This is an optimization exercise on Yosys and OpenROAD, whose aim is small area, a short achievable clock period and few clock cycles per item, not a production implementation.
No run shown here included a check of the RTL's function; only the layout flow was run.

==> flow/design.v, too long to show whole: its modules and the start of the top module <==
// module kernel_loader: 39 lines
// module window_shifter: 38 lines
// module mult_adder: 1577 lines
// module conv_result: 30 lines
// module conv_engine: 64 lines
module conv_engine (
  input  logic                 clock,
  input  logic                 reset,
  input  conv_pkg::pixel_t     pixel_in,
  input  logic                 pixel_strobe,
  input  conv_pkg::weight_t    weight_in,
  input  conv_pkg::tap_index_t weight_addr,
  input  logic                 weight_strobe,
  input  conv_pkg::result_t    bias_in,
  input  logic                 relu_enable,
  output conv_pkg::result_t    result_out,
  output logic                 result_valid,
  output logic                 overflow
);
  // ...
==> flow/run.sh <==
#!/bin/bash
# synth_recipe.tcl (not shown) runs the flow's synth.tcl, then flattens the netlist and writes it again
# the make line also repeats each setting of config.mk as NAME=value (left out here)
make -C /OpenROAD-flow-scripts/flow DESIGN_CONFIG=/design/flow/config.mk WORK_HOME=/design/flow/orfs CLKGATE_MAP_FILE= SYNTH_SCRIPT=/design/flow/synth_recipe.tcl finish
==> flow/config.mk <==
export PLATFORM = sky130hd
export DESIGN_NAME = conv_engine
export DESIGN_NICKNAME = conv_engine
export VERILOG_FILES = /design/flow/design.v
export SDC_FILE = /design/flow/constraint.sdc
export NUM_CORES = 4
export LEC_CHECK = 0
export ABC_AREA = 1
export CAP_MARGIN = 20
export CORE_MARGIN = 2
export CORE_UTILIZATION = 30
export SETUP_SLACK_MARGIN = 3.25
export SLEW_MARGIN = 20
export TNS_END_PERCENT = 20
==> flow/constraint.sdc <==
create_clock -name core_clock -period 5.5 [get_ports {clock}]
set_input_delay 1.1000 -clock core_clock [delete_from_list [all_inputs] [get_ports {clock}]]
set_output_delay 1.1000 -clock core_clock [all_outputs]
set_load 0.01 [all_outputs]
==> results.toml, run 1 <==
[placed_design]
place_hpwl_um = 73800
placed_area_sq_um = 33100

[critical_path]
cp_num_buf_inv = 4
reg2reg_from = "kernel_loader_inst.addr_r[1]$_DFF_P_"
endpoint = "kernel_loader_inst.enc[44]$_DFFE_PN0P_"
rr_worst_depth = 16

[outcome]
status = "timing/DRC/antenna clean"

[floorplan]
ioPinCount = 59
core.rowCount = 117

[cells_and_area]
top_regs = "window_shifter_inst.hist x144, kernel_loader_inst.enc x108"
num-nonclk-inverters = 553
multiInputGateArea_sq_um = 16200
layout.nonclk_buf_share_pct = 4.01
final_cell_area_sq_um = 37400
seqCellArea_sq_um = 13500
fillCellCount = 10208
final_cell_mix = "inv_1, xor2_1, fa_1"
area_dominant_class = "multi-input combinational cells"
signal_buffers = 149
top_register = "window_shifter_inst.hist"

[detailed_routing]
drt_wl_total_um = 95800
wl_per_cell_um = 21.2
route.detailed.drc = 0

[grt]
antenna_found_initial = 13
grt_max_degree = 78
grt_pass1_wl_um = 142000

[sta]
fin_skew_ns = 0.0195
setup_viol = 0

[min_path]
holdPathStages = 0
hold_class = "reg -> reg"

[synth]
synth_edf_count = 144
synth-compound-area-share_pct = 7.86
synth-xor-area-share_pct = 9.58
synth-seq-cells = 573
syn-num-nets = 3325
syn_inst = 2932

[flow_run]
max-cap-violations = 0

[cts]
cts_sinks = 573
==> module kernel_loader, before the edit <==
module kernel_loader (
  input  logic                clock,
  input  logic                reset,
  input  logic signed [7:0]   weight_in,
  input  logic        [3:0]   weight_addr,
  input  logic                weight_strobe,
  output logic [8:0][11:0]    enc
);
  logic              strobe_r;
  logic        [3:0] addr_r;
  logic signed [7:0] weight_r;
  logic       [11:0] code;
  always_ff @(posedge clock or negedge reset) begin
    if (!reset) strobe_r <= 1'b0;
    else        strobe_r <= weight_strobe;
  end
  always_ff @(posedge clock) begin
    addr_r   <= weight_addr;
    weight_r <= weight_in;
  end
  always_comb begin
    for (int j = 0; j < 4; j++) begin
      logic hi, mid, lo;
      hi  = weight_r[2*j+1];
      mid = weight_r[2*j];
      lo  = (j > 0) ? weight_r[2*j-1] : 1'b0;
      code[3*j]   = mid ^ lo;
      code[3*j+1] = (hi & ~mid & ~lo) | (~hi & mid & lo);
      code[3*j+2] = hi;
    end
  end
  always_ff @(posedge clock or negedge reset) begin
    if (!reset) begin
      for (int t = 0; t < 9; t++) enc[t] <= '0;
    end else if (strobe_r && (addr_r < 4'd9)) begin
      enc[addr_r] <= code;
    end
  end
endmodule
==> module conv_result, before the edit <==
module conv_result (
  input  logic              clock,
  input  logic              reset,
  input  logic [18:0]       row_a,
  input  logic [18:0]       row_b,
  input  logic              valid,
  input  logic              relu_enable,
  output logic signed [15:0] result_out,
  output logic              result_valid,
  output logic              overflow
);
  logic signed [18:0] s;
  logic               zero;
  logic               clip;
  logic signed [15:0] sat;
  assign s    = row_a + row_b;
  assign zero = relu_enable && s[18];
  assign clip = !zero && (s[18:15] != 4'b0000) && (s[18:15] != 4'b1111);
  assign sat  = zero ? 16'sd0 : clip ? {s[18], {15{!s[18]}}} : s[15:0];
  always_ff @(posedge clock) result_out <= sat;
  always_ff @(posedge clock or negedge reset) begin
    if (!reset) begin
      result_valid <= 1'b0;
      overflow     <= 1'b0;
    end else begin
      result_valid <= valid;
      overflow     <= valid && clip;
    end
  end
endmodule
==> run 2: changes to the inputs <==
--- a/flow/design.v
+++ b/flow/design.v
@@ -19,44 +19,46 @@
 module kernel_loader (
   input  logic                clock,
   input  logic                reset,
   input  logic signed [7:0]   weight_in,
   input  logic        [3:0]   weight_addr,
   input  logic                weight_strobe,
   output logic [8:0][11:0]    enc
 );
-  logic              strobe_r;
-  logic        [3:0] addr_r;
+  logic        [8:0] write_r;
   logic signed [7:0] weight_r;
   logic       [11:0] code;
   always_ff @(posedge clock or negedge reset) begin
-    if (!reset) strobe_r <= 1'b0;
-    else        strobe_r <= weight_strobe;
-  end
-  always_ff @(posedge clock) begin
-    addr_r   <= weight_addr;
-    weight_r <= weight_in;
+    if (!reset) write_r <= '0;
+    else begin
+      for (int t = 0; t < 9; t++) begin
+        write_r[t] <= weight_strobe && (weight_addr == 4'(t));
+      end
+    end
   end
+  always_ff @(posedge clock) weight_r <= weight_in;
   always_comb begin
     for (int j = 0; j < 4; j++) begin
       logic hi, mid, lo;
       hi  = weight_r[2*j+1];
       mid = weight_r[2*j];
       lo  = (j > 0) ? weight_r[2*j-1] : 1'b0;
       code[3*j]   = mid ^ lo;
       code[3*j+1] = (hi & ~mid & ~lo) | (~hi & mid & lo);
       code[3*j+2] = hi;
     end
   end
   always_ff @(posedge clock or negedge reset) begin
     if (!reset) begin
       for (int t = 0; t < 9; t++) enc[t] <= '0;
-    end else if (strobe_r && (addr_r < 4'd9)) begin
-      enc[addr_r] <= code;
+    end else begin
+      for (int t = 0; t < 9; t++) begin
+        if (write_r[t]) enc[t] <= code;
+      end
     end
   end
 endmodule
 module window_shifter (
   input  logic                clock,
   input  logic                reset,
   input  logic signed [7:0]   pixel_in,
   input  logic                pixel_strobe,
@@ -266,50 +268,16 @@
   logic q1_553;
   logic q1_554;
   logic q1_555;
   logic q1_556;
   logic q1_557;
   logic q1_558;
   logic q1_559;
   logic q1_560;
-  logic q2_789;
-  logic q2_790;
-  logic q2_791;
-  logic q2_792;
-  logic q2_793;
-  logic q2_794;
-  logic q2_795;
-  logic q2_796;
-  logic q2_797;
-  logic q2_798;
-  logic q2_799;
-  logic q2_800;
-  logic q2_801;
-  logic q2_802;
-  logic q2_803;
-  logic q2_804;
-  logic q2_805;
-  logic q2_806;
-  logic q2_807;
-  logic q2_808;
-  logic q2_809;
-  logic q2_810;
-  logic q2_811;
-  logic q2_812;
-  logic q2_813;
-  logic q2_814;
-  logic q2_815;
-  logic q2_816;
-  logic q2_817;
-  logic q2_818;
-  logic q2_819;
-  logic q2_820;
-  logic q2_821;
-  logic q2_822;
   logic q2_823;
   logic q2_824;
   logic q2_825;
   logic q2_826;
   logic q2_827;
   logic q2_828;
   logic q2_829;
   logic q2_830;
@@ -332,50 +300,66 @@
   logic q2_847;
   logic q2_848;
   logic q2_849;
   logic q2_850;
   logic q2_851;
   logic q2_852;
   logic q2_853;
   logic q2_854;
+  logic q2_855;
+  logic q2_856;
+  logic q2_857;
+  logic q2_858;
+  logic q2_859;
+  logic q2_860;
+  logic q2_861;
+  logic q2_862;
+  logic q2_863;
+  logic q2_864;
+  logic q2_865;
+  logic q2_866;
+  logic q2_867;
+  logic q2_868;
+  logic q2_869;
+  logic q2_870;
+  logic q2_871;
+  logic q3_916;
+  logic q3_917;
+  logic q3_918;
+  logic q3_919;
+  logic q3_920;
+  logic q3_921;
+  logic q3_922;
+  logic q3_923;
+  logic q3_924;
+  logic q3_925;
+  logic q3_926;
+  logic q3_927;
+  logic q3_928;
+  logic q3_929;
+  logic q3_930;
+  logic q3_931;
+  logic q3_932;
   logic q3_933;
   logic q3_934;
   logic q3_935;
   logic q3_936;
   logic q3_937;
   logic q3_938;
   logic q3_939;
   logic q3_940;
   logic q3_941;
   logic q3_942;
   logic q3_943;
   logic q3_944;
   logic q3_945;
   logic q3_946;
   logic q3_947;
   logic q3_948;
-  logic q3_949;
-  logic q3_950;
-  logic q3_951;
-  logic q3_952;
-  logic q3_953;
-  logic q3_954;
-  logic q3_955;
-  logic q3_956;
-  logic q3_957;
-  logic q3_958;
-  logic q3_959;
-  logic q3_960;
-  logic q3_961;
-  logic q3_962;
-  logic q3_963;
-  logic q3_964;
-  logic q3_965;
-  logic q3_966;
   wire pp0_0_0 = ((enc[0][0] & p[0][0])) ^ enc[0][2];
   wire pp0_0_1 = ((enc[0][0] & p[0][1]) | (enc[0][1] & p[0][0])) ^ enc[0][2];
   wire pp0_0_2 = ((enc[0][0] & p[0][2]) | (enc[0][1] & p[0][1])) ^ enc[0][2];
   wire pp0_0_3 = ((enc[0][0] & p[0][3]) | (enc[0][1] & p[0][2])) ^ enc[0][2];
   wire pp0_0_4 = ((enc[0][0] & p[0][4]) | (enc[0][1] & p[0][3])) ^ enc[0][2];
   wire pp0_0_5 = ((enc[0][0] & p[0][5]) | (enc[0][1] & p[0][4])) ^ enc[0][2];
   wire pp0_0_6 = ((enc[0][0] & p[0][6]) | (enc[0][1] & p[0][5])) ^ enc[0][2];
   wire pp0_0_7 = ((enc[0][0] & p[0][7]) | (enc[0][1] & p[0][6])) ^ enc[0][2];
@@ -1318,94 +1302,94 @@
   wire s781 = c728 ^ c730 ^ s731;
   wire c782 = (c728 & c730) | (c728 & s731) | (c730 & s731);
   wire s783 = c732 ^ c734 ^ s735;
   wire c784 = (c732 & c734) | (c732 & s735) | (c734 & s735);
   wire s785 = c736 ^ s737 ^ ~bias[15];
   wire c786 = (c736 & s737) | (c736 & ~bias[15]) | (s737 & ~bias[15]);
   wire s787 = c738 ^ c668 ^ q1_560;
   wire c788 = (c738 & c668) | (c738 & q1_560) | (c668 & q1_560);
-  wire s855 = q2_802 ^ q2_803;
-  wire c856 = q2_802 & q2_803;
-  wire s857 = q2_807 ^ q2_808 ^ q2_809;
-  wire c858 = (q2_807 & q2_808) | (q2_807 & q2_809) | (q2_808 & q2_809);
-  wire s859 = q2_810 ^ q2_811;
-  wire c860 = q2_810 & q2_811;
-  wire s861 = q2_813 ^ q2_814 ^ q2_815;
-  wire c862 = (q2_813 & q2_814) | (q2_813 & q2_815) | (q2_814 & q2_815);
-  wire s863 = q2_816 ^ q2_817 ^ q2_818;
-  wire c864 = (q2_816 & q2_817) | (q2_816 & q2_818) | (q2_817 & q2_818);
-  wire s865 = q2_819 ^ q2_820 ^ q2_821;
-  wire c866 = (q2_819 & q2_820) | (q2_819 & q2_821) | (q2_820 & q2_821);
-  wire s867 = q2_822 ^ q2_823;
-  wire c868 = q2_822 & q2_823;
-  wire s869 = q2_824 ^ q2_825 ^ q2_826;
-  wire c870 = (q2_824 & q2_825) | (q2_824 & q2_826) | (q2_825 & q2_826);
-  wire s871 = q2_827 ^ q2_828 ^ q2_829;
-  wire c872 = (q2_827 & q2_828) | (q2_827 & q2_829) | (q2_828 & q2_829);
-  wire s873 = q2_830 ^ q2_831 ^ q2_832;
-  wire c874 = (q2_830 & q2_831) | (q2_830 & q2_832) | (q2_831 & q2_832);
-  wire s875 = q2_833 ^ q2_834 ^ q2_835;
-  wire c876 = (q2_833 & q2_834) | (q2_833 & q2_835) | (q2_834 & q2_835);
-  wire s877 = q2_836 ^ q2_837 ^ q2_838;
-  wire c878 = (q2_836 & q2_837) | (q2_836 & q2_838) | (q2_837 & q2_838);
-  wire s879 = q2_840 ^ q2_841 ^ q2_842;
-  wire c880 = (q2_840 & q2_841) | (q2_840 & q2_842) | (q2_841 & q2_842);
-  wire s881 = q2_795 ^ q2_796;
-  wire c882 = q2_795 & q2_796;
-  wire s883 = q2_799 ^ q2_800;
-  wire c884 = q2_799 & q2_800;
-  wire s885 = s855 ^ q2_804 ^ q2_805;
-  wire c886 = (s855 & q2_804) | (s855 & q2_805) | (q2_804 & q2_805);
-  wire s887 = c856 ^ s857 ^ s859;
-  wire c888 = (c856 & s857) | (c856 & s859) | (s857 & s859);
-  wire s889 = c858 ^ c860 ^ s861;
-  wire c890 = (c858 & c860) | (c858 & s861) | (c860 & s861);
-  wire s891 = c862 ^ c864 ^ s865;
-  wire c892 = (c862 & c864) | (c862 & s865) | (c864 & s865);
-  wire s893 = c866 ^ c868 ^ s869;
-  wire c894 = (c866 & c868) | (c866 & s869) | (c868 & s869);
-  wire s895 = c870 ^ c872 ^ s873;
-  wire c896 = (c870 & c872) | (c870 & s873) | (c872 & s873);
-  wire s897 = c874 ^ c876 ^ s877;
-  wire c898 = (c874 & c876) | (c874 & s877) | (c876 & s877);
-  wire s899 = c878 ^ s879 ^ q2_843;
-  wire c900 = (c878 & s879) | (c878 & q2_843) | (s879 & q2_843);
-  wire s901 = c880 ^ q2_845 ^ q2_846;
-  wire c902 = (c880 & q2_845) | (c880 & q2_846) | (q2_845 & q2_846);
-  wire s903 = q2_848 ^ q2_849;
-  wire c904 = q2_848 & q2_849;
-  wire s905 = q2_792 ^ q2_793;
-  wire c906 = q2_792 & q2_793;
-  wire s907 = s881 ^ q2_797 ^ q2_798;
-  wire c908 = (s881 & q2_797) | (s881 & q2_798) | (q2_797 & q2_798);
-  wire s909 = c882 ^ s883 ^ q2_801;
-  wire c910 = (c882 & s883) | (c882 & q2_801) | (s883 & q2_801);
-  wire s911 = c884 ^ s885 ^ q2_806;
-  wire c912 = (c884 & s885) | (c884 & q2_806) | (s885 & q2_806);
-  wire s913 = c886 ^ s887 ^ q2_812;
-  wire c914 = (c886 & s887) | (c886 & q2_812) | (s887 & q2_812);
-  wire s915 = c888 ^ s889 ^ s863;
-  wire c916 = (c888 & s889) | (c888 & s863) | (s889 & s863);
-  wire s917 = c890 ^ s891 ^ s867;
-  wire c918 = (c890 & s891) | (c890 & s867) | (s891 & s867);
-  wire s919 = c892 ^ s893 ^ s871;
-  wire c920 = (c892 & s893) | (c892 & s871) | (s893 & s871);
-  wire s921 = c894 ^ s895 ^ s875;
-  wire c922 = (c894 & s895) | (c894 & s875) | (s895 & s875);
-  wire s923 = c896 ^ s897 ^ q2_839;
-  wire c924 = (c896 & s897) | (c896 & q2_839) | (s897 & q2_839);
-  wire s925 = c898 ^ s899 ^ q2_844;
-  wire c926 = (c898 & s899) | (c898 & q2_844) | (s899 & q2_844);
-  wire s927 = c900 ^ s901 ^ q2_847;
-  wire c928 = (c900 & s901) | (c900 & q2_847) | (s901 & q2_847);
-  wire s929 = c902 ^ s903 ^ q2_850;
-  wire c930 = (c902 & s903) | (c902 & q2_850) | (s903 & q2_850);
-  wire s931 = c904 ^ q2_851 ^ q2_852;
-  wire c932 = (c904 & q2_851) | (c904 & q2_852) | (q2_851 & q2_852);
+  wire s789 = c740 ^ s741 ^ s677;
+  wire c790 = (c740 & s741) | (c740 & s677) | (s741 & s677);
+  wire s791 = c742 ^ s743 ^ s681;
+  wire c792 = (c742 & s743) | (c742 & s681) | (s743 & s681);
+  wire s793 = c744 ^ s745 ^ s747;
+  wire c794 = (c744 & s745) | (c744 & s747) | (s745 & s747);
+  wire s795 = c746 ^ c748 ^ s749;
+  wire c796 = (c746 & c748) | (c746 & s749) | (c748 & s749);
+  wire s797 = c750 ^ c752 ^ s753;
+  wire c798 = (c750 & c752) | (c750 & s753) | (c752 & s753);
+  wire s799 = s755 ^ s611 ^ s613;
+  wire c800 = (s755 & s611) | (s755 & s613) | (s611 & s613);
+  wire s801 = c754 ^ c756 ^ s757;
+  wire c802 = (c754 & c756) | (c754 & s757) | (c756 & s757);
+  wire s803 = s759 ^ s707 ^ 1'b1;
+  wire c804 = (s759 & s707) | (s759 & 1'b1) | (s707 & 1'b1);
+  wire s805 = c758 ^ c760 ^ s761;
+  wire c806 = (c758 & c760) | (c758 & s761) | (c760 & s761);
+  wire s807 = c762 ^ c764 ^ c766;
+  wire c808 = (c762 & c764) | (c762 & c766) | (c764 & c766);
+  wire s809 = s767 ^ s769 ^ s771;
+  wire c810 = (s767 & s769) | (s767 & s771) | (s769 & s771);
+  wire s811 = c768 ^ c770 ^ c772;
+  wire c812 = (c768 & c770) | (c768 & c772) | (c770 & c772);
+  wire s813 = s773 ^ s775 ^ s651;
+  wire c814 = (s773 & s775) | (s773 & s651) | (s775 & s651);
+  wire s815 = c774 ^ c776 ^ s777;
+  wire c816 = (c774 & c776) | (c774 & s777) | (c776 & s777);
+  wire s817 = c778 ^ c780 ^ s781;
+  wire c818 = (c778 & c780) | (c778 & s781) | (c780 & s781);
+  wire s819 = c782 ^ s783 ^ s665;
+  wire c820 = (c782 & s783) | (c782 & s665) | (s783 & s665);
+  wire s821 = c784 ^ s785 ^ 1'b1;
+  wire c822 = (c784 & s785) | (c784 & 1'b1) | (s785 & 1'b1);
+  wire s872 = q2_843 ^ q2_844;
+  wire c873 = q2_843 & q2_844;
+  wire s874 = q2_832 ^ q2_833;
+  wire c875 = q2_832 & q2_833;
+  wire s876 = q2_836 ^ q2_837;
+  wire c877 = q2_836 & q2_837;
+  wire s878 = q2_839 ^ q2_840 ^ q2_841;
+  wire c879 = (q2_839 & q2_840) | (q2_839 & q2_841) | (q2_840 & q2_841);
+  wire s880 = s872 ^ q2_845 ^ q2_846;
+  wire c881 = (s872 & q2_845) | (s872 & q2_846) | (q2_845 & q2_846);
+  wire s882 = c873 ^ q2_848 ^ q2_849;
+  wire c883 = (c873 & q2_848) | (c873 & q2_849) | (q2_848 & q2_849);
+  wire s884 = q2_851 ^ q2_852 ^ q2_853;
+  wire c885 = (q2_851 & q2_852) | (q2_851 & q2_853) | (q2_852 & q2_853);
+  wire s886 = q2_855 ^ q2_856 ^ q2_857;
+  wire c887 = (q2_855 & q2_856) | (q2_855 & q2_857) | (q2_856 & q2_857);
+  wire s888 = q2_859 ^ q2_860 ^ q2_861;
+  wire c889 = (q2_859 & q2_860) | (q2_859 & q2_861) | (q2_860 & q2_861);
+  wire s890 = q2_827 ^ q2_828;
+  wire c891 = q2_827 & q2_828;
+  wire s892 = q2_830 ^ q2_831;
+  wire c893 = q2_830 & q2_831;
+  wire s894 = s874 ^ q2_834 ^ q2_835;
+  wire c895 = (s874 & q2_834) | (s874 & q2_835) | (q2_834 & q2_835);
+  wire s896 = c875 ^ s876 ^ q2_838;
+  wire c897 = (c875 & s876) | (c875 & q2_838) | (s876 & q2_838);
+  wire s898 = c877 ^ s878 ^ q2_842;
+  wire c899 = (c877 & s878) | (c877 & q2_842) | (s878 & q2_842);
+  wire s900 = c879 ^ s880 ^ q2_847;
+  wire c901 = (c879 & s880) | (c879 & q2_847) | (s880 & q2_847);
+  wire s902 = c881 ^ s882 ^ q2_850;
+  wire c903 = (c881 & s882) | (c881 & q2_850) | (s882 & q2_850);
+  wire s904 = c883 ^ s884 ^ q2_854;
+  wire c905 = (c883 & s884) | (c883 & q2_854) | (s884 & q2_854);
+  wire s906 = c885 ^ s886 ^ q2_858;
+  wire c907 = (c885 & s886) | (c885 & q2_858) | (s886 & q2_858);
+  wire s908 = c887 ^ s888 ^ q2_862;
+  wire c909 = (c887 & s888) | (c887 & q2_862) | (s888 & q2_862);
+  wire s910 = c889 ^ q2_863 ^ q2_864;
+  wire c911 = (c889 & q2_863) | (c889 & q2_864) | (q2_863 & q2_864);
+  wire s912 = q2_865 ^ q2_866;
+  wire c913 = q2_865 & q2_866;
+  wire s914 = q2_867 ^ q2_868 ^ q2_869;
+  wire c915 = (q2_867 & q2_868) | (q2_867 & q2_869) | (q2_868 & q2_869);
   always_ff @(posedge clock) begin
     q1_401 <= s241;
     q1_402 <= s243;
     q1_403 <= c242;
     q1_404 <= c244;
     q1_405 <= s245;
     q1_406 <= s247;
     q1_407 <= s249;
@@ -1559,149 +1543,136 @@
     q1_555 <= s395;
     q1_556 <= s397;
     q1_557 <= c396;
     q1_558 <= c398;
     q1_559 <= s399;
     q1_560 <= c400;
   end
   always_ff @(posedge clock) begin
-    q2_789 <= s561;
-    q2_790 <= s669;
-    q2_791 <= s739;
-    q2_792 <= c740;
-    q2_793 <= s741;
-    q2_794 <= s677;
-    q2_795 <= c742;
-    q2_796 <= s743;
-    q2_797 <= s681;
-    q2_798 <= s583;
-    q2_799 <= c744;
-    q2_800 <= s745;
-    q2_801 <= s747;
-    q2_802 <= c746;
-    q2_803 <= c748;
-    q2_804 <= s749;
-    q2_805 <= s751;
-    q2_806 <= bias[6];
-    q2_807 <= c750;
-    q2_808 <= c752;
-    q2_809 <= s753;
-    q2_810 <= s755;
-    q2_811 <= s611;
-    q2_812 <= s613;
-    q2_813 <= c754;
-    q2_814 <= c756;
-    q2_815 <= s757;
-    q2_816 <= s759;
-    q2_817 <= s707;
-    q2_818 <= 1'b1;
-    q2_819 <= c758;
-    q2_820 <= c760;
-    q2_821 <= s761;
-    q2_822 <= s763;
-    q2_823 <= s765;
-    q2_824 <= c762;
-    q2_825 <= c764;
-    q2_826 <= c766;
-    q2_827 <= s767;
-    q2_828 <= s769;
-    q2_829 <= s771;
-    q2_830 <= c768;
-    q2_831 <= c770;
-    q2_832 <= c772;
-    q2_833 <= s773;
-    q2_834 <= s775;
-    q2_835 <= s651;
-    q2_836 <= c774;
-    q2_837 <= c776;
-    q2_838 <= s777;
-    q2_839 <= s779;
-    q2_840 <= c778;
-    q2_841 <= c780;
-    q2_842 <= s781;
-    q2_843 <= s733;
-    q2_844 <= bias[13];
-    q2_845 <= c782;
-    q2_846 <= s783;
-    q2_847 <= s665;
-    q2_848 <= c784;
-    q2_849 <= s785;
-    q2_850 <= 1'b1;
-    q2_851 <= c786;
-    q2_852 <= s787;
-    q2_853 <= c788;
-    q2_854 <= 1'b1;
+    q2_823 <= s561;
+    q2_824 <= s669;
+    q2_825 <= s739;
+    q2_826 <= s789;
+    q2_827 <= c790;
+    q2_828 <= s791;
+    q2_829 <= s583;
+    q2_830 <= c792;
+    q2_831 <= s793;
+    q2_832 <= c794;
+    q2_833 <= s795;
+    q2_834 <= s751;
+    q2_835 <= bias[6];
+    q2_836 <= c796;
+    q2_837 <= s797;
+    q2_838 <= s799;
+    q2_839 <= c798;
+    q2_840 <= c800;
+    q2_841 <= s801;
+    q2_842 <= s803;
+    q2_843 <= c802;
+    q2_844 <= c804;
+    q2_845 <= s805;
+    q2_846 <= s763;
+    q2_847 <= s765;
+    q2_848 <= c806;
+    q2_849 <= s807;
+    q2_850 <= s809;
+    q2_851 <= c808;
+    q2_852 <= c810;
+    q2_853 <= s811;
+    q2_854 <= s813;
+    q2_855 <= c812;
+    q2_856 <= c814;
+    q2_857 <= s815;
+    q2_858 <= s779;
+    q2_859 <= c816;
+    q2_860 <= s817;
+    q2_861 <= s733;
+    q2_862 <= bias[13];
+    q2_863 <= c818;
+    q2_864 <= s819;
+    q2_865 <= c820;
+    q2_866 <= s821;
+    q2_867 <= c822;
+    q2_868 <= c786;
+    q2_869 <= s787;
+    q2_870 <= c788;
+    q2_871 <= 1'b1;
   end
   always_ff @(posedge clock) begin
-    q3_933 <= q2_789;
-    q3_934 <= q2_790;
-    q3_935 <= q2_791;
-    q3_936 <= s905;
-    q3_937 <= q2_794;
-    q3_938 <= c906;
-    q3_939 <= s907;
-    q3_940 <= c908;
-    q3_941 <= s909;
-    q3_942 <= c910;
-    q3_943 <= s911;
-    q3_944 <= c912;
-    q3_945 <= s913;
-    q3_946 <= c914;
-    q3_947 <= s915;
-    q3_948 <= c916;
-    q3_949 <= s917;
-    q3_950 <= c918;
-    q3_951 <= s919;
-    q3_952 <= c920;
-    q3_953 <= s921;
-    q3_954 <= c922;
-    q3_955 <= s923;
-    q3_956 <= c924;
-    q3_957 <= s925;
-    q3_958 <= c926;
-    q3_959 <= s927;
-    q3_960 <= c928;
-    q3_961 <= s929;
-    q3_962 <= c930;
-    q3_963 <= s931;
-    q3_964 <= c932;
-    q3_965 <= q2_853;
-    q3_966 <= q2_854;
+    q3_916 <= q2_823;
+    q3_917 <= q2_824;
+    q3_918 <= q2_825;
+    q3_919 <= q2_826;
+    q3_920 <= s890;
+    q3_921 <= q2_829;
+    q3_922 <= c891;
+    q3_923 <= s892;
+    q3_924 <= c893;
+    q3_925 <= s894;
+    q3_926 <= c895;
+    q3_927 <= s896;
+    q3_928 <= c897;
+    q3_929 <= s898;
+    q3_930 <= c899;
+    q3_931 <= s900;
+    q3_932 <= c901;
+    q3_933 <= s902;
+    q3_934 <= c903;
+    q3_935 <= s904;
+    q3_936 <= c905;
+    q3_937 <= s906;
+    q3_938 <= c907;
+    q3_939 <= s908;
+    q3_940 <= c909;
+    q3_941 <= s910;
+    q3_942 <= c911;
+    q3_943 <= s912;
+    q3_944 <= c913;
+    q3_945 <= s914;
+    q3_946 <= c915;
+    q3_947 <= q2_870;
+    q3_948 <= q2_871;
   end
-  assign row_a = {q3_966, q3_964, q3_962, q3_960, q3_958, q3_956, q3_954, q3_952, q3_950, q3_948, q3_946, q3_944, q3_942, q3_940, q3_938, q3_936, q3_935, q3_934, q3_933};
-  assign row_b = {1'b0, q3_965, q3_963, q3_961, q3_959, q3_957, q3_955, q3_953, q3_951, q3_949, q3_947, q3_945, q3_943, q3_941, q3_939, q3_937, 1'b0, 1'b0, 1'b0};
+  assign row_a = {q3_948, q3_946, q3_944, q3_942, q3_940, q3_938, q3_936, q3_934, q3_932, q3_930, q3_928, q3_926, q3_924, q3_922, q3_920, q3_919, q3_918, q3_917, q3_916};
+  assign row_b = {1'b0, q3_947, q3_945, q3_943, q3_941, q3_939, q3_937, q3_935, q3_933, q3_931, q3_929, q3_927, q3_925, q3_923, q3_921, 1'b0, 1'b0, 1'b0, 1'b0};
 endmodule
 module conv_result (
   input  logic              clock,
   input  logic              reset,
   input  logic [18:0]       row_a,
   input  logic [18:0]       row_b,
   input  logic              valid,
   input  logic              relu_enable,
   output logic signed [15:0] result_out,
   output logic              result_valid,
   output logic              overflow
 );
   logic signed [18:0] s;
+  logic               s_valid;
   logic               zero;
   logic               clip;
   logic signed [15:0] sat;
-  assign s    = row_a + row_b;
+  always_ff @(posedge clock) s <= row_a + row_b;
+  always_ff @(posedge clock or negedge reset) begin
+    if (!reset) s_valid <= 1'b0;
+    else        s_valid <= valid;
+  end
   assign zero = relu_enable && s[18];
   assign clip = !zero && (s[18:15] != 4'b0000) && (s[18:15] != 4'b1111);
   assign sat  = zero ? 16'sd0 : clip ? {s[18], {15{!s[18]}}} : s[15:0];
   always_ff @(posedge clock) result_out <= sat;
   always_ff @(posedge clock or negedge reset) begin
     if (!reset) begin
       result_valid <= 1'b0;
       overflow     <= 1'b0;
     end else begin
-      result_valid <= valid;
-      overflow     <= valid && clip;
+      result_valid <= s_valid;
+      overflow     <= s_valid && clip;
     end
   end
 endmodule
 module conv_engine (
   input  logic                 clock,
   input  logic                 reset,
   input  conv_pkg::pixel_t     pixel_in,
   input  logic                 pixel_strobe,
==> flow/config.mk (replaced) <==
export PLATFORM = sky130hd
export DESIGN_NAME = conv_engine
export DESIGN_NICKNAME = conv_engine
export VERILOG_FILES = /design/flow/design.v
export SDC_FILE = /design/flow/constraint.sdc
export NUM_CORES = 4
export LEC_CHECK = 0
export ABC_AREA = 1
export CAP_MARGIN = 20
export CORE_MARGIN = 2
export CORE_UTILIZATION = 30
export SETUP_SLACK_MARGIN = 3.1
export SLEW_MARGIN = 20
export TNS_END_PERCENT = 20
==> results.toml, run 2 <==
[detailed_routing]
route.detailed.drc = 0
detail-route-antenna-nets = 0
wl_per_cell_um = 19.7
route.vias.total = 18996
drt_wl_total_um = 82600
first_pass_iters = 5
viasPerCell = 4.54
drtIter0Drc = 1555

[synth]
synth_top_cell_by_area = "fa_1"
synth_top_area_share_pct = 21.3
async_flop_share_pct = 22.2
ys.flop_type = "dfxtp_1"
synth_common_cells = "inv_1, nand2_1, fa_1, dfxtp_1, xor2_1"
netlist_top_cells_area = "fa_1, dfxtp_1, edfxtp_1"
avgSynthCellArea_sq_um = 10.9
ys_seq_area_share_pct = 45.8
ys_warn_count = 6
synth_edf_count = 144
syn-num-nets = 3140
synth.most_common_cell = "inv_1"
synth_area_sq_um = 30000
syn_inst = 2756
synth-seq-cells = 581
synth.distinct_cells = 35

[cts]
cts_made_buffers = 66
h-tree-depth = 3
cts_tree = "yes"
cts-root-buf = "clkbuf_16"
clk_path_buf_depth = 3
hold_buffers = 0
cts.clk_slew.worst_paths_ns = 0.06
cts_sinks = 581
clk_latency_ns = 0.62

[cells_and_area]
top_register = "window_shifter_inst.hist"
largest_reg_flops = 144
drive_above_1_share_pct = 6.66
top_regs = "window_shifter_inst.hist x144, kernel_loader_inst.enc x108, conv_result_inst.s x19"
area_growth_pct = 14.6
final_common_cell = "inv_1"
nNetsFinal = 3226
final_cell_mix = "inv_1, nand2_1, fa_1"
final_cell_area_sq_um = 34300
fin_cells = 4185
fillCellCount = 9813

[critical_path]
reg2reg_from = "window_shifter_inst.hist[17][0]$_DFFE_PP_"
cp_data_required_time_ns = 5.94
r2r_slack_ns = 2.96
start_kind = "flop"
rr_worst_depth = 5
rr_endpoint = "mult_adder_inst.q1_410$_DFF_P_"
crit_fanout = 7
crit_arrival_ns = 2.98
path_class = "reg -> reg"
end_kind = "flop"

[placed_design]
place.gp.congestion = 0.929
dp.cells = 4061
port_buffers = 58
place_hpwl_um = 64700
placed_area_sq_um = 32000
dp_slack_ns = 2.87

[outcome]
status = "timing/DRC/antenna clean"

[flow_run]
max-cap-violations = 0

[sta]
fin_crit_sh_pct = 46.2
setup_tns_ns = 0
finalCriticalPeriod_ns = 2.54
finalWorstSetupSlack_ns = 2.96
timing.final.hold_violations = 0
final_max_slew_viol_count = 0
tightest_slew_ns = 1.07
max_freq_mhz = 393
setup_viol = 0
rsz0062_at_grt = "true"
fin_skew_ns = 0.0287
slew_headroom_pct = 28.3

[min_path]
hold_class = "reg -> reg"
holdPathStages = 0
hold_end = "conv_result_inst.s[3]$_DFF_P_"
hp-start = "mult_adder_inst.q3_919$_DFF_P_"

[floorplan]
start_util_pct = 30.3
core_area_sq_um = 98700
ioPinCount = 59
die_area_sq_um = 102000
fp.dieH_um = 320
core.rowCount = 115
die_w_um = 320

[grt]
grt_use_total_pct = 16.3
grt_pass1_vias = 19526
antenna_found_initial = 6
grt_pass1_wl_um = 124000
grt_overflow = 0
grt_max_degree = 90
==> run 2: logic make-up after synthesis <==
group	after synthesis	share of synthesized area (%)
buffers and inverters	637	8.14
DFF	581	45.8
and+or+nand+nor	464	6.17
AOI/OAI and AO/OA	425	8.33
adders and majority gates	343	22.3
xor gates and xnor gates	303	9.13
muxes	3	0.134
==> run 2: what timing repair did <==
| action | in CTS | in global routing |
|---|---|---|
| buffers inserted | 0 | 0 |
| resized for setup | 12 | 27 |
| setup endpoints to repair | 47 | 75 |
| pin swaps | 3 | 18 |
==> run 2: final cells by class <==
class / count / area (sq um) / share of cell area (%)
Tap cell: 1287 / 1610 / 4.69
Clock inverter: 38 / 489 / 1.42
Sequential cell: 581 / 13700 / 40.0
Clock buffer: 84 / 1810 / 5.27
Antenna cell: 2 / 5.00 / 0.0146
Timing Repair Buffer: 64 / 652 / 1.90
Multi-Input combinational cell: 1538 / 13800 / 40.2
Inverter: 591 / 2220 / 6.46
==> run 2: through the flow <==
stage	hold WS, ns	util [%]
2_1_floorplan	0.310	-
3_3_place_gp	0.313	32.4
3_5_place_dp	0.313	32.4
4_1_cts	0.321	34.7
5_1_grt	0.330	34.8
6_report	0.320	34.8
==> run 2: worst max path at each step <==
stage                                                          from                             end  slack, ns  cells past startpoint
after global routing                 mult_adder_inst.q1_415$_DFF_P_  mult_adder_inst.q2_826$_DFF_P_       2.89                      8
after global placement               mult_adder_inst.q1_547$_DFF_P_  mult_adder_inst.q2_864$_DFF_P_       2.88                      6
after floorplan                      mult_adder_inst.q1_468$_DFF_P_  mult_adder_inst.q2_838$_DFF_P_       3.02                      6
final                     window_shifter_inst.hist[17][0]$_DFFE_PP_  mult_adder_inst.q1_410$_DFF_P_       2.96                      5
after CTS                 conv_result_inst.result_out[5]$_SDFF_PP0_                   result_out[5]       2.93                      1
after detailed placement             mult_adder_inst.q1_547$_DFF_P_  mult_adder_inst.q2_864$_DFF_P_       2.87                      6
==> run 2: critical path, stage by stage, from the launching register on <==
cell	delay, ns
edfxtp_1	0.55
inv_1	0.18
o22ai_1	0.22
xor2_1	0.28
fa_1	0.56
fa_1	0.57
==> run 2: layer usage <==
metal / share of wire, % / track usage, % / vias up / wire length, um
li1: - / - / 8852 / -
met4: 3.2 / 5.62 / 2 / 2630
met5: 0.016 / 0 / - / 13
met2: 47 / 26.8 / 590 / 38800
met1: 44 / 21.7 / 9425 / 36100
met3: 6.2 / 2.82 / 127 / 5090

-- port drivers added, routing unchanged --
Ports are ideal in the flow. The routed layouts listed here were re-timed in OpenROAD. Step 1 (the two cells are an assumption about what drives the block):
set clk [get_ports {clock}]
set_driving_cell -lib_cell sky130_fd_sc_hd__clkbuf_16 $clk
set_driving_cell -lib_cell sky130_fd_sc_hd__buf_2 [delete_from_list [all_inputs] $clk]
Step 2 also shifts input and output timing later by t, the mid clock arrival at the registers, as if the neighbouring blocks saw the same clock. Three values: ideal ports, drivers, drivers and shift; two values: the first two.
run	t, ns	setup WS [ns]	worst hold slack (ns)
run 1	0.699	2.667 / 2.667 / 2.667	0.327 / 0.327 / 0.327
run 2	0.669	2.958 / 2.910 / 2.958	0.320 / 0.320 / 0.320
After both steps every run listed still meets setup and hold.
